What follows belongs to an exercise in optimizing a design on an open flow for small area, a short achievable clock period and few clock cycles per item; a production flow would make more cautious choices.
Only simulation tests tie the RTL to the original design; equivalence was not proved.
Power and IR drop assume default switching activity.

===== design/flow/run.sh =====
#!/bin/bash
# synth_recipe.tcl (not shown) runs the flow's synth.tcl, then flattens the netlist and writes it again
# the make line also repeats each setting of config.mk as NAME=value (left out here)
make -C /OpenROAD-flow-scripts/flow DESIGN_CONFIG=/design/flow/config.mk WORK_HOME=/design/flow/orfs CLKGATE_MAP_FILE= SYNTH_SCRIPT=/design/flow/synth_recipe.tcl finish

===== design/flow/config.mk =====
export PLATFORM = sky130hd
export DESIGN_NAME = direct_form_iir_filter_unit
export DESIGN_NICKNAME = direct_form_iir_filter_unit
export VERILOG_FILES = /design/flow/design.v
export SDC_FILE = /design/flow/constraint.sdc
export NUM_CORES = 4
export LEC_CHECK = 0
export CAP_MARGIN = 20
export CORE_MARGIN = 2
export CORE_UTILIZATION = 40
export SLEW_MARGIN = 20

===== design/flow/constraint.sdc =====
create_clock -name core_clock -period 11.0 [get_ports {clk}]
set_input_delay 2.2000 -clock core_clock [delete_from_list [all_inputs] [get_ports {clk}]]
set_output_delay 2.2000 -clock core_clock [all_outputs]
set_load 0.01 [all_outputs]

===== design/flow/design.v =====
package iirf_pkg;
  localparam int SAMPLE_W   = 16;
  localparam int COEF_W     = 32;
  localparam int CIDX_W     = 4;
  localparam int OUT_W      = 32;
  localparam int Y_W        = 48;    
  localparam int FRAC_W     = 16;
  localparam int TAPS_W     = 4;
  localparam int CFG_IDX_W  = 2;
  localparam int CFG_DATA_W = 4;
  localparam int BANK_SLOTS = 8;     
  localparam int MUL_B_W = 33;                   
  localparam int PROD_W  = COEF_W + MUL_B_W;     
  localparam int WIDE_W  = PROD_W + 1;           
  localparam int LO_W    = 34;                   
  localparam int ACC_W   = 60;
  localparam int FF_SHIFT = 12;                  
  localparam int LO_SHIFT = 16;
  localparam logic FUNC_COEF   = 1'b0;
  localparam logic FUNC_FILTER = 1'b1;
  localparam logic [CFG_IDX_W-1:0] CFG_FF_TAPS = 2'd0;
  localparam logic [CFG_IDX_W-1:0] CFG_FB_TAPS = 2'd1;
  localparam int PC_W = 3;
  localparam logic [PC_W-1:0] ST_INIT    = 3'd0;
  localparam logic [PC_W-1:0] ST_FF_MUL  = 3'd1;
  localparam logic [PC_W-1:0] ST_FF_ACC  = 3'd2;
  localparam logic [PC_W-1:0] ST_FB_INIT = 3'd3;
  localparam logic [PC_W-1:0] ST_FB_LO   = 3'd4;
  localparam logic [PC_W-1:0] ST_FB_HI   = 3'd5;
  localparam logic [PC_W-1:0] ST_FB_ACC  = 3'd6;
  localparam logic [PC_W-1:0] ST_DONE    = 3'd7;
  typedef enum logic [1:0] {MUL_NONE, MUL_FF, MUL_FB_LO, MUL_FB_HI} mul_sel_t;
  typedef enum logic [1:0] {ACC_NONE, ACC_FF, ACC_FB} acc_op_t;
  typedef enum logic [2:0] {
    JMP_NONE, JMP_FF_ZERO, JMP_FB_ZERO, JMP_FF_MORE, JMP_FB_MORE
  } jmp_t;
  typedef enum logic {SEQ_IDLE, SEQ_RUN} seq_state_t;
  typedef struct packed {
    logic            acc_clr;
    logic            tap_clr;
    logic            tap_inc;
    logic            keep_lo;
    mul_sel_t        mul_sel;
    acc_op_t         acc_op;
    jmp_t            jmp;
    logic [PC_W-1:0] target;
    logic            last;
  } ctrl_t;
  typedef struct packed {
    logic ff_zero;
    logic fb_zero;
    logic ff_more;
    logic fb_more;
  } stat_t;
  localparam ctrl_t CTRL_NOP = '0;
endpackage
import iirf_pkg::*;
module iirf_seq (
  input  logic            clk,
  input  logic            rst,
  input  logic            start,
  input  logic            en,
  input  iirf_pkg::stat_t stat,
  output iirf_pkg::ctrl_t ctrl,
  output logic            busy
);
  iirf_pkg::seq_state_t state;
  iirf_pkg::seq_state_t state_next;
  logic [PC_W-1:0] pc, pc_next;
  logic            taken;
  always_comb begin
    unique case (ctrl.jmp)
      JMP_FF_ZERO: taken = stat.ff_zero;
      JMP_FB_ZERO: taken = stat.fb_zero;
      JMP_FF_MORE: taken = stat.ff_more;
      JMP_FB_MORE: taken = stat.fb_more;
      default:     taken = 1'b0;
    endcase
  end
  always_comb begin
    state_next = state;
    unique case (state)
      SEQ_IDLE: if (start) state_next = SEQ_RUN;
      SEQ_RUN:  if (en && ctrl.last) state_next = SEQ_IDLE;
      default:  state_next = SEQ_IDLE;
    endcase
  end
  always_comb begin
    ctrl = CTRL_NOP;
    busy = 1'b0;
    if (state == SEQ_RUN) begin
      busy = 1'b1;
      unique case (pc)
        ST_INIT: begin
          ctrl.acc_clr = 1'b1;
          ctrl.tap_clr = 1'b1;
          ctrl.jmp     = JMP_FF_ZERO;
          ctrl.target  = ST_FB_INIT;
        end
        ST_FF_MUL: begin
          ctrl.mul_sel = MUL_FF;
        end
        ST_FF_ACC: begin
          ctrl.acc_op  = ACC_FF;
          ctrl.tap_inc = 1'b1;
          ctrl.jmp     = JMP_FF_MORE;
          ctrl.target  = ST_FF_MUL;
        end
        ST_FB_INIT: begin
          ctrl.tap_clr = 1'b1;
          ctrl.jmp     = JMP_FB_ZERO;
          ctrl.target  = ST_DONE;
        end
        ST_FB_LO: begin
          ctrl.mul_sel = MUL_FB_LO;
        end
        ST_FB_HI: begin
          ctrl.keep_lo = 1'b1;
          ctrl.mul_sel = MUL_FB_HI;
        end
        ST_FB_ACC: begin
          ctrl.acc_op  = ACC_FB;
          ctrl.tap_inc = 1'b1;
          ctrl.jmp     = JMP_FB_MORE;
          ctrl.target  = ST_FB_LO;
        end
        ST_DONE: begin
          ctrl.last = 1'b1;
        end
        default: ctrl = CTRL_NOP;
      endcase
    end
  end
  always_comb begin
    pc_next = pc;
    if (state == SEQ_IDLE) begin
      pc_next = ST_INIT;
    end else if (en && !ctrl.last) begin
      pc_next = taken ? ctrl.target : pc + 1'b1;
    end
  end
  always_ff @(posedge clk) begin
    if (rst) begin
      state <= SEQ_IDLE;
      pc    <= ST_INIT;
    end else begin
      state <= state_next;
      pc    <= pc_next;
    end
  end
endmodule
import iirf_pkg::*;
module iirf_datapath #(
  parameter int MAX_FF = 8,
  parameter int MAX_FB = 8
) (
  input  logic                                clk,
  input  logic                                rst,
  input  logic                                en,
  input  iirf_pkg::ctrl_t                     ctrl,
  output iirf_pkg::stat_t                     stat,
  input  logic [iirf_pkg::TAPS_W-1:0]         ff_taps,
  input  logic [iirf_pkg::TAPS_W-1:0]         fb_taps,
  input  logic                                coef_we,
  input  logic [iirf_pkg::CIDX_W-1:0]         coef_index,
  input  logic signed [iirf_pkg::COEF_W-1:0]  coef_value,
  input  logic                                sample_we,
  input  logic [iirf_pkg::SAMPLE_W-1:0]       sample,
  output logic signed [iirf_pkg::OUT_W-1:0]   result
);
  localparam int MAX_TAPS  = (MAX_FF > MAX_FB) ? MAX_FF : MAX_FB;
  localparam int T_W       = $clog2(MAX_TAPS + 1);
  localparam int FF_IDX_W  = $clog2(MAX_FF);
  localparam int FB_IDX_W  = (MAX_FB > 1) ? $clog2(MAX_FB) : 1;
  localparam logic signed [ACC_W-1:0] SAT_HI =
    {{(ACC_W-Y_W+1){1'b0}}, {(Y_W-1){1'b1}}};
  localparam logic signed [ACC_W-1:0] SAT_LO =
    {{(ACC_W-Y_W+1){1'b1}}, {(Y_W-1){1'b0}}};
  logic        [SAMPLE_W-1:0] x_hist [MAX_FF];
  logic signed [Y_W-1:0]      y_hist [MAX_FB];
  logic signed [COEF_W-1:0]   ff_coef [MAX_FF];
  logic signed [COEF_W-1:0]   fb_coef [MAX_FB];
  logic        [T_W-1:0]      tap;
  logic        [T_W-1:0]      nff, nfb;
  logic signed [COEF_W-1:0]   mul_a;
  logic signed [MUL_B_W-1:0]  mul_b;
  logic signed [PROD_W-1:0]   prod;
  logic signed [LO_W-1:0]     lo_q;
  logic signed [WIDE_W-1:0]   fb_sum;
  logic signed [ACC_W-1:0]    acc;
  logic signed [Y_W-1:0]      y_sat;
  logic        [SAMPLE_W-1:0] x_tap;
  logic signed [Y_W-1:0]      y_tap;
  always_comb begin
    nff = (int'(ff_taps) > MAX_FF) ? T_W'(MAX_FF) : T_W'(ff_taps);
    nfb = (int'(fb_taps) > MAX_FB) ? T_W'(MAX_FB) : T_W'(fb_taps);
  end
  always_comb begin
    stat.ff_zero = (nff == '0);
    stat.fb_zero = (nfb == '0);
    stat.ff_more = ({1'b0, tap} + 1'b1) < {1'b0, nff};
    stat.fb_more = ({1'b0, tap} + 1'b1) < {1'b0, nfb};
  end
  assign x_tap = x_hist[tap[FF_IDX_W-1:0]];
  assign y_tap = y_hist[tap[FB_IDX_W-1:0]];
  always_comb begin
    mul_a = ff_coef[tap[FF_IDX_W-1:0]];
    mul_b = MUL_B_W'({1'b0, x_tap});
    case (ctrl.mul_sel)
      MUL_FB_LO: begin
        mul_a = fb_coef[tap[FB_IDX_W-1:0]];
        mul_b = MUL_B_W'({1'b0, y_tap[FRAC_W-1:0]});
      end
      MUL_FB_HI: begin
        mul_a = fb_coef[tap[FB_IDX_W-1:0]];
        mul_b = {y_tap[Y_W-1], y_tap[Y_W-1:FRAC_W]};
      end
      default: ;
    endcase
  end
  assign fb_sum = WIDE_W'(prod) + WIDE_W'(lo_q);
  always_comb begin
    if (acc > SAT_HI)      y_sat = SAT_HI[Y_W-1:0];
    else if (acc < SAT_LO) y_sat = SAT_LO[Y_W-1:0];
    else                   y_sat = acc[Y_W-1:0];
  end
  assign result = y_sat[Y_W-1:FRAC_W];
  always_ff @(posedge clk) begin
    if (rst) begin
      tap <= '0;
      acc <= '0;
    end else if (en) begin
      if (ctrl.tap_clr)      tap <= '0;
      else if (ctrl.tap_inc) tap <= tap + 1'b1;
      if (ctrl.acc_clr) begin
        acc <= '0;
      end else begin
        case (ctrl.acc_op)
          ACC_FF:  acc <= acc + ACC_W'(prod >>> FF_SHIFT);
          ACC_FB:  acc <= acc - ACC_W'(fb_sum >>> FF_SHIFT);
          default: ;
        endcase
      end
    end
  end
  always_ff @(posedge clk) begin
    if (en && ctrl.keep_lo) lo_q <= LO_W'(prod >>> LO_SHIFT);
    if (en && ctrl.mul_sel != MUL_NONE) prod <= mul_a * mul_b;
  end
  always_ff @(posedge clk) begin
    if (rst) begin
      for (int i = 0; i < MAX_FF; i++) begin
        x_hist[i]  <= '0;
        ff_coef[i] <= '0;
      end
    end else begin
      if (sample_we) begin
        x_hist[0] <= sample;
        for (int i = 1; i < MAX_FF; i++) x_hist[i] <= x_hist[i-1];
      end
      for (int i = 0; i < MAX_FF; i++) begin
        if (coef_we && !coef_index[CIDX_W-1] && i < BANK_SLOTS &&
            int'(coef_index[CIDX_W-2:0]) == i)
          ff_coef[i] <= coef_value;
      end
    end
  end
  always_ff @(posedge clk) begin
    if (rst) begin
      for (int i = 0; i < MAX_FB; i++) begin
        y_hist[i]  <= '0;
        fb_coef[i] <= '0;
      end
    end else begin
      if (en && ctrl.last) begin
        y_hist[0] <= y_sat;
        for (int i = 1; i < MAX_FB; i++) y_hist[i] <= y_hist[i-1];
      end
      for (int i = 0; i < MAX_FB; i++) begin
        if (coef_we && coef_index[CIDX_W-1] && i < BANK_SLOTS &&
            int'(coef_index[CIDX_W-2:0]) == i)
          fb_coef[i] <= coef_value;
      end
    end
  end
endmodule
import iirf_pkg::*;
module direct_form_iir_filter_unit #(
  parameter int MAX_FF_TAPS = 8,
  parameter int MAX_FB_TAPS = 8
) (
  input  logic                                  clk,
  input  logic                                  rst,
  input  logic                                  in_valid,
  output logic                                  in_ready,
  input  logic                                  func,
  input  logic [iirf_pkg::CIDX_W-1:0]           coef_index,
  input  logic signed [iirf_pkg::COEF_W-1:0]    coef_value,
  input  logic [iirf_pkg::SAMPLE_W-1:0]         sample,
  output logic                                  out_valid,
  input  logic                                  out_ready,
  output logic signed [iirf_pkg::OUT_W-1:0]     filtered,
  input  logic                                  cfg_valid,
  output logic                                  cfg_ready,
  input  logic [iirf_pkg::CFG_IDX_W-1:0]        cfg_index,
  input  logic [iirf_pkg::CFG_DATA_W-1:0]       cfg_data
);
  iirf_pkg::ctrl_t                    ctrl;
  iirf_pkg::stat_t                    stat;
  logic                     busy;
  logic                     in_take;
  logic                     start;
  logic                     coef_we;
  logic                     step_en;
  logic                     done;
  logic [TAPS_W-1:0]        ff_taps;
  logic [TAPS_W-1:0]        fb_taps;
  logic signed [OUT_W-1:0]  result;
  assign in_ready = !busy;
  assign in_take  = in_valid && in_ready;
  assign start    = in_take && (func == FUNC_FILTER);
  assign coef_we  = in_take && (func == FUNC_COEF);
  assign step_en = !(ctrl.last && out_valid && !out_ready);
  assign done    = step_en && ctrl.last;
  assign cfg_ready = 1'b1;
  always_ff @(posedge clk) begin
    if (rst) begin
      ff_taps <= TAPS_W'(4);
      fb_taps <= TAPS_W'(3);
    end else if (cfg_valid && cfg_ready) begin
      case (cfg_index)
        CFG_FF_TAPS: ff_taps <= cfg_data;
        CFG_FB_TAPS: fb_taps <= cfg_data;
        default: ;
      endcase
    end
  end
  iirf_seq u_seq (
    .clk   (clk),
    .rst   (rst),
    .start (start),
    .en    (step_en),
    .stat  (stat),
    .ctrl  (ctrl),
    .busy  (busy)
  );
  iirf_datapath #(
    .MAX_FF (MAX_FF_TAPS),
    .MAX_FB (MAX_FB_TAPS)
  ) u_dp (
    .clk        (clk),
    .rst        (rst),
    .en         (step_en),
    .ctrl       (ctrl),
    .stat       (stat),
    .ff_taps    (ff_taps),
    .fb_taps    (fb_taps),
    .coef_we    (coef_we),
    .coef_index (coef_index),
    .coef_value (coef_value),
    .sample_we  (start),
    .sample     (sample),
    .result     (result)
  );
  always_ff @(posedge clk) begin
    if (rst) begin
      out_valid <= 1'b0;
    end else if (done) begin
      out_valid <= 1'b1;
    end else if (out_ready) begin
      out_valid <= 1'b0;
    end
  end
  always_ff @(posedge clk) begin
    if (done) filtered <= result;
  end
endmodule

==> key figures <==
Drt
  – Routed WL: ~320,000 µm
  – DRT Pass-1 Iters: 10
  – Antenna Nets Post-Route: 0
  – WL/cell: 22.7 µm
  – # DRC: 0
  – Routed vias/inst: 5.66
  – 1st-iter DRT viols: between 8k and 9k
  – Routed vias: between 80k and 90k

Critical path
  – Setup Crit Path Kind: reg2reg
  – Worst setup path endpoint: u_dp.prod[63]
  – CP endpoint kind: flop
  – R2R Path Start: u_dp.tap[2]
  – Path depth of the worst reg2reg path: 37
  – Internal reg-to-reg setup slack: roughly 0.44 ns
  – CP max stage delay: 0.54 ns
  – Critical Path AT: 11.08 ns
  – Setup crit start kind: flop
  – Critical Path RT: 11.52 ns
  – CP Max Fanout: 19
  – Worst r2r dst: u_dp.prod[63]
  – CP Launch Point: u_dp.tap[2]
  – CP most frequent cell: fa_1
  – CP max-delay cell: fa_1

Synthesis
  – Xor and xnor area share after synthesis: 2.03%
  – Post-Synth Adder-Cell Area: between 20 and 30%
  – Post-synthesis simple-gate area fraction: 17.8%
  – Mux cell area share after synthesis: 1.61%
  – Number of flops mapped to enable cells by yosys: 131
  – Synth Cell Area: 93,400 µm²
  – Post-synth top area share: about a quarter
  – Distinct cells, synth: 80
  – Synth Register Bits: 1,245
  – Syn avg cell area: 8.26 µm²
  – Largest family of logic cells by synthesized area: adder cells
  – Post-Syn Instances: 11.3k
  – Dominant cells by area after synthesis: dfxtp_1 (24%), fa_1 (23%), nand2_1 (12%), a21oi_1 (7.1%), ha_1 (4.4%)
  – Synth area leader: dfxtp_1
  – Sequential element share of the synthesized area: 28.1%
  – Synth async-reset ratio: 0%
  – Ys Warns: 7
  – Syn nets: ~13k
  – Post-synth top flop: dfxtp_1
  – Compound-Gate Fraction of Synth Area: 15.2%

Final layout
  – Non-Filler Instances: 14.2k
  – Area of the multi-input gates: 60,700 µm²
  – Share of layout cells above drive strength 1: under 10%
  – Fin area: 103,000 µm²
  – FF+latch area: between 20,000 and 30,000 µm²
  – Net count, final: 12.5k
  – # fillers: 22.7k
  – Synthesis-to-layout area growth: 10.5%

Die
  – Chip height: roughly 490 µm
  – Placement Rows: 177
  – Die W: 487 µm
  – Core region area: 232,000 µm²
  – Initial core utilization: 40.2%
  – Num ports: 99
  – Die area: 237,000 µm²

CTS
  – CTS buffer count: 138
  – Reg clk slew, reported paths: 0.06 ns
  – Max clock buf depth: 3
  – CTS sink count: 1,245
  – Worst-skew pair later-pin latency: 0.83 ns
  – TritonCTS clock tree: yes
  – Root Driver: clkbuf_16
  – Hold-fix buffers, CTS: 0
  – H-tree Lvls: 4

Power and ir drop
  – Total Power: 0.0103 W
  – Comb pwr share: 8.7%
  – Power per standard cell area: approximately 100 nW/µm²
  – Sw frac: 26.4%
  – Flop pwr share: 45.5%
  – Max VDD drop: 0.153 mV
  – Sw power: 0.00271 W
  – Clock power share: 45.8%
  – Leak: roughly 40 nW
  – Total internal power: approximately 0.0076 W

Place
  – IO Port Bufs: 97
  – Placed cell areas: between 90,000 and 100,000 µm²
  – # placed instances: ~14k
  – Post-DP HPWL: 228,000 µm
  – RePlAce Congestion: between 0.9 and 1

Worst hold path
  – HP Start: u_dp.y_hist[3][7]
  – HP Class: reg2reg

Flow run
  – Maximum capacitance violations: 0

Timing
  – RSZ-0062 raised after global routing: false
  – Worst-Margin Slew: between 1 and 1.5 ns
  – Fmax: 0.0947 GHz
  – Tmin final: 10.56 ns
  – Slew Limit Fails: 0
  – Slew headroom: 19.1%
  – Final count of negative-setup-slack endpoints: 0
  – Max Clock Skew: ~0.052 ns
  – Hold Violations, Final: 0
  – Fin Hold WS: roughly 0.44 ns
  – Period utilisation layout: 96.0%

Global route
  – Gr usage total: between 20% and 30%
  – First-pass GRT wire length: between 400,000 and 500,000 µm
  – Grt ovf: 0
  – Vias in the first global route: 80.6k
  – Initial antenna violation count: 8
  – Largest net degree at the start of global routing: ~230

Status
  – Outcome: timing/DRC/antenna clean
## worst max-delay path, delay by kind of cell (launching register included)
family,cells,cell delay (ns)
buffers and inverters,9,1.53
xor gates and xnor gates,1,0.11
AOI/OAI and AO/OA,10,2.45
DFF,1,0.41
adders and majority gates,9,4.36
and+or+nand+nor,8,1.30
## layout make-up
class,instances,share of cell area (%)
flip-flops and latches,1245,25.4
multi-input cells,8196,58.8
diodes,5,0.0121
clock buffers,192,3.79
well taps,3043,3.69
clock inverters,53,0.702
repair buffers,406,3.65
inverters,1073,3.91
## sequential cells by signal, indices dropped and copies added, names as in the netlist, named ones only
name and count:
out_valid 1, filtered 32, u_dp.x_hist 128, u_dp.ff_coef 256, u_dp.prod 65, fb_taps 4
u_dp.lo_q 34, u_dp.acc 60, u_dp.tap 4, u_dp.fb_coef 256, u_seq.pc 3, u_seq.state 1
ff_taps 4, u_dp.y_hist 384
## logic make-up (layout without fill, tap and decap cells)
logic type / Yosys count / count (layout)
xor gates and xnor gates: 216 / 216
AOI/OAI and AO/OA: 2338 / 2338
and+or+nand+nor: 4080 / 4081
DFF: 1245 / 1245
muxes: 143 / 143
buffers and inverters: 1863 / 1724
other: 1 / 6
adders and majority gates: 1417 / 1417
## Yosys cell counts, types with 95 or more instances
cell type and n:
a21o_1 119, a21oi_1 1323, nor2_1 566, ha_1 325, nand2_1 2943, inv_1 1072
dfxtp_1 1114, edfxtp_1 131, clkbuf_1 730, xnor2_1 121, fa_1 1092, xor2_1 95
a22oi_1 174, o21ai_0 215
## worst min-delay path by stage
stage                     cells past startpoint                  end
final                                         2    u_dp.y_hist[4][7]
after global routing                          2  u_dp.ff_coef[1][29]
after CTS                                     2   u_dp.y_hist[4][13]
after detailed placement                      2  u_dp.ff_coef[6][13]
after global placement                        2   u_dp.ff_coef[5][9]
after floorplan                               2  u_dp.fb_coef[5][18]
## through the flow
step	util (%)	setup slack, ns	TNS (ns)
floorplan	-	0.695	0
global placement	42.3	-0.0762	-0.0762
detailed placement	42.3	-0.102	-0.102
CTS	44.3	0.0423	0
global route	44.4	0.0172	0
finish	44.4	0.443	0
## power by group through the flow
stage	registers [W]	logic, W	clock network (W)
after floorplan	0.00475	0.000515	0
after global placement	0.00477	0.000875	0
after detailed placement	0.00477	0.000881	0
after CTS	0.00467	0.000886	0.00478
after global routing	0.00467	0.000949	0.00497
final	0.00467	0.000894	0.00470
## layout by cell type, fill, tap and decap left out, types with 72 or more instances in the layout
cell type,instances
nand2_1,2940
a21oi_1,1301
dfxtp_1,1111
fa_1,1092
inv_1,1071
nor2_1,551
ha_1,321
buf_4,269
o21ai_0,206
a22oi_1,174
clkbuf_16,140
edfxtp_1,131
xnor2_1,121
a21o_1,119
clkdlybuf4s50_1,96
xor2_1,95
a222oi_1,88
mux2i_1,84
nor2b_1,79
and2_1,75
nand3_1,72
## layer usage
layer  vias up  track usage (%)  wire length (µm)
li1      36194                -                 -
met5         -                0                11
met4         2             11.1             14000
met1     40264             36.1            136000
met2      3397             43.2            147000
met3       646             3.90             25200
## what timing repair did
action,4_1_cts,5_1_grt
pin swaps,0,4
buffers inserted,0,9
gates resized for setup,1,10
cloned,0,1
endpoints found under the setup margin,1,13
Testbench counts, summed over its fixed seeds: cycles 54,384, items 2,304.

## afterwards: timing with drivers on the ports
The flow's constraints put no driver on any port. The routed layout listed below was extracted and timed again, unchanged, in two steps. Step 1, drivers: a clkbuf_16 drives clk and a buf_2 each remaining input, both assumed. Step 2 also shifts input and output timing later by t, the mid clock arrival at the registers, as if the neighbouring blocks saw the same clock. a / b / c = ideal ports / drivers / drivers and shift; a / b = the first two.
t, ns: 0.896
setup WS [ns]: 0.443 / 0.443 / 0.443
worst data-port slew with drivers (ns): 0.20
After both steps this run still meets setup and hold. For this run, drivers alone change the setup slack by 0.000 ns; drivers and shift together by 0.000 ns.
